What follows belongs to an exercise in optimizing a design on an open flow for small area and a short achievable clock period; a production flow would make more cautious choices. Only simulation tests tie the RTL to the original design; equivalence was not proved.

==> module qft_pre, before the edit <==
module qft_pre
#(
    parameter bit NEG = 1'b0
) (
    input  logic [8:0]  t,
    output logic [11:0] s2,
    output logic [11:0] c2,
    output logic        hi,
    output logic        lo,
    output logic        m80
);
    logic [11:0] u, x2, x3, s1, c1;
    logic        ge187, le_m187;
    assign u  = {{3{t[8]}}, t};
    if (NEG) begin : g_neg
        assign x2 = {u[9:0], 2'b00};
        assign x3 = {~u[7:0], 4'b1111};
    end else begin : g_pos
        assign x2 = {u[10:0], 1'b0};
        assign x3 = {u[8:0], 3'b000};
    end
    assign s1 = u ^ x2 ^ x3;
    assign c1 = {((u[10:0] & x2[10:0]) | (x3[10:0] & (u[10:0] ^ x2[10:0]))), NEG};
    assign s2 = s1;
    assign c2 = c1;
    assign ge187   = ~t[8] & t[7] & (t[6] | (t[5] & t[4] & t[3] & (t[2] | (t[1] & t[0]))));
    assign le_m187 =  t[8] & ~t[7] & (~t[6] | (~t[5] & ~t[4] & ~t[3] & (~t[2] | ~t[1])));
    assign hi = NEG ? le_m187 : ge187;
    assign lo = NEG ? ge187 : le_m187;
    assign m80 = lo | (t[8:1] == 8'hA3);
endmodule
==> module qft_post, before the edit <==
module qft_post
(
    input  logic [11:0] s2,
    input  logic [11:0] c2,
    input  logic        hi,
    input  logic        lo,
    output logic [7:0]  y
);
    logic [11:0] p;
    assign p = s2 + c2;
    assign y = hi ? 8'h7f : (lo ? 8'h80 : p[11:4]);
endmodule
==> module qft_scale, before the edit <==
module qft_scale
#(
    parameter bit NEG = 1'b0
) (
    input  logic [8:0] t,
    output logic [7:0] y,
    output logic       m80
);
    logic [11:0] s2, c2;
    logic        hi, lo;
    qft_pre #(.NEG(NEG)) u_pre (.t(t), .s2(s2), .c2(c2), .hi(hi), .lo(lo), .m80(m80));
    qft_post u_post (.s2(s2), .c2(c2), .hi(hi), .lo(lo), .y(y));
endmodule
export LEC_CHECK = 0
export CAP_MARGIN = 20
export CORE_MARGIN = 2
export CORE_UTILIZATION = 40
export SLEW_MARGIN = 20
create_clock -name core_clock -period 4.0 [get_ports {clk}]
run.sh (not shown) runs the stock make flow with config.mk's settings and CLKGATE_MAP_FILE= SYNTH_SCRIPT=/design/flow/synth_recipe.tcl, a recipe that flattens the netlist after the stock synthesis.
Next try:
--- a/flow/design.v
+++ b/flow/design.v
@@ -8,68 +8,35 @@
     input  logic [8:0] b,
     input  logic       k,
     output logic [8:0] t
 );
     assign t = a + b + 9'(k);
 endmodule
-module qft_pre
+module qft_scale
 #(
     parameter bit NEG = 1'b0
 ) (
-    input  logic [8:0]  t,
-    output logic [11:0] s2,
-    output logic [11:0] c2,
-    output logic        hi,
-    output logic        lo,
-    output logic        m80
+    input  logic [8:0] t,
+    output logic [7:0] y,
+    output logic       m80
 );
-    logic [11:0] u, x2, x3, s1, c1;
-    logic        ge187, le_m187;
-    assign u  = {{3{t[8]}}, t};
-    if (NEG) begin : g_neg
-        assign x2 = {u[9:0], 2'b00};
-        assign x3 = {~u[7:0], 4'b1111};
-    end else begin : g_pos
-        assign x2 = {u[10:0], 1'b0};
-        assign x3 = {u[8:0], 3'b000};
-    end
+    logic [11:0] u, x2, x3, s1, c1, p;
+    logic        ge187, le_m187, hi, lo;
+    assign u  = NEG ? ~{{3{t[8]}}, t} : {{3{t[8]}}, t};
+    assign x2 = {u[10:0], 1'b0};
+    assign x3 = {u[8:0], 3'b000};
     assign s1 = u ^ x2 ^ x3;
-    assign c1 = {((u[10:0] & x2[10:0]) | (x3[10:0] & (u[10:0] ^ x2[10:0]))), NEG};
-    assign s2 = s1;
-    assign c2 = c1;
+    assign c1 = {((u[10:0] & x2[10:0]) | (x3[10:0] & (u[10:0] ^ x2[10:0]))), 1'b0};
+    assign p  = s1 + c1 + (NEG ? 12'd11 : 12'd0);
     assign ge187   = ~t[8] & t[7] & (t[6] | (t[5] & t[4] & t[3] & (t[2] | (t[1] & t[0]))));
     assign le_m187 =  t[8] & ~t[7] & (~t[6] | (~t[5] & ~t[4] & ~t[3] & (~t[2] | ~t[1])));
     assign hi = NEG ? le_m187 : ge187;
     assign lo = NEG ? ge187 : le_m187;
+    assign y  = hi ? 8'h7f : (lo ? 8'h80 : p[11:4]);
     assign m80 = lo | (t[8:1] == 8'hA3);
 endmodule
-module qft_post
-(
-    input  logic [11:0] s2,
-    input  logic [11:0] c2,
-    input  logic        hi,
-    input  logic        lo,
-    output logic [7:0]  y
-);
-    logic [11:0] p;
-    assign p = s2 + c2;
-    assign y = hi ? 8'h7f : (lo ? 8'h80 : p[11:4]);
-endmodule
-module qft_scale
-#(
-    parameter bit NEG = 1'b0
-) (
-    input  logic [8:0] t,
-    output logic [7:0] y,
-    output logic       m80
-);
-    logic [11:0] s2, c2;
-    logic        hi, lo;
-    qft_pre #(.NEG(NEG)) u_pre (.t(t), .s2(s2), .c2(c2), .hi(hi), .lo(lo), .m80(m80));
-    qft_post u_post (.s2(s2), .c2(c2), .hi(hi), .lo(lo), .y(y));
-endmodule
 module qft_bfly
 #(
     parameter bit NEG = 1'b0
 ) (
     input  logic [8:0] a,
     input  logic [8:0] b,
What happened: Global-route usage falls by 0.27 points. Cell area falls by 1.2%. Hold slack hardly moves. Sequential cell count does not change. Worst setup slack is worse by 0.083 ns. Maximum frequency falls by 2.9%. Cell count falls by 0.93%. Non-clock buffer count falls by 1.

separate check: timing with driven ports:
In the flow no input, the clock included, has a driving cell. The finished layouts below were timed again as built, in two steps.
Step 1, drivers: a clkbuf_16 drives clk and a buf_2 each remaining input, both assumed.
Step 2 also shifts input and output timing later by t, the mid clock arrival at the registers, as if the neighbouring blocks saw the same clock.
Three values: ideal ports, drivers, drivers and shift; two values: the first two.
| run | t (ns) | setup slack, ns | worst register clock-pin slew, ns |
|---|---|---|---|
| the first run | 0.816 | 1.238 / 1.238 / 1.023 | 0.07 / 0.07 |
| the second run | 0.806 | 1.156 / 1.156 / 0.937 | 0.07 / 0.07 |
After both steps setup and hold are still met in every run listed. The setup slack of the second run, which loses most, moves by 0.000 ns with the drivers and by -0.219 ns with both steps.
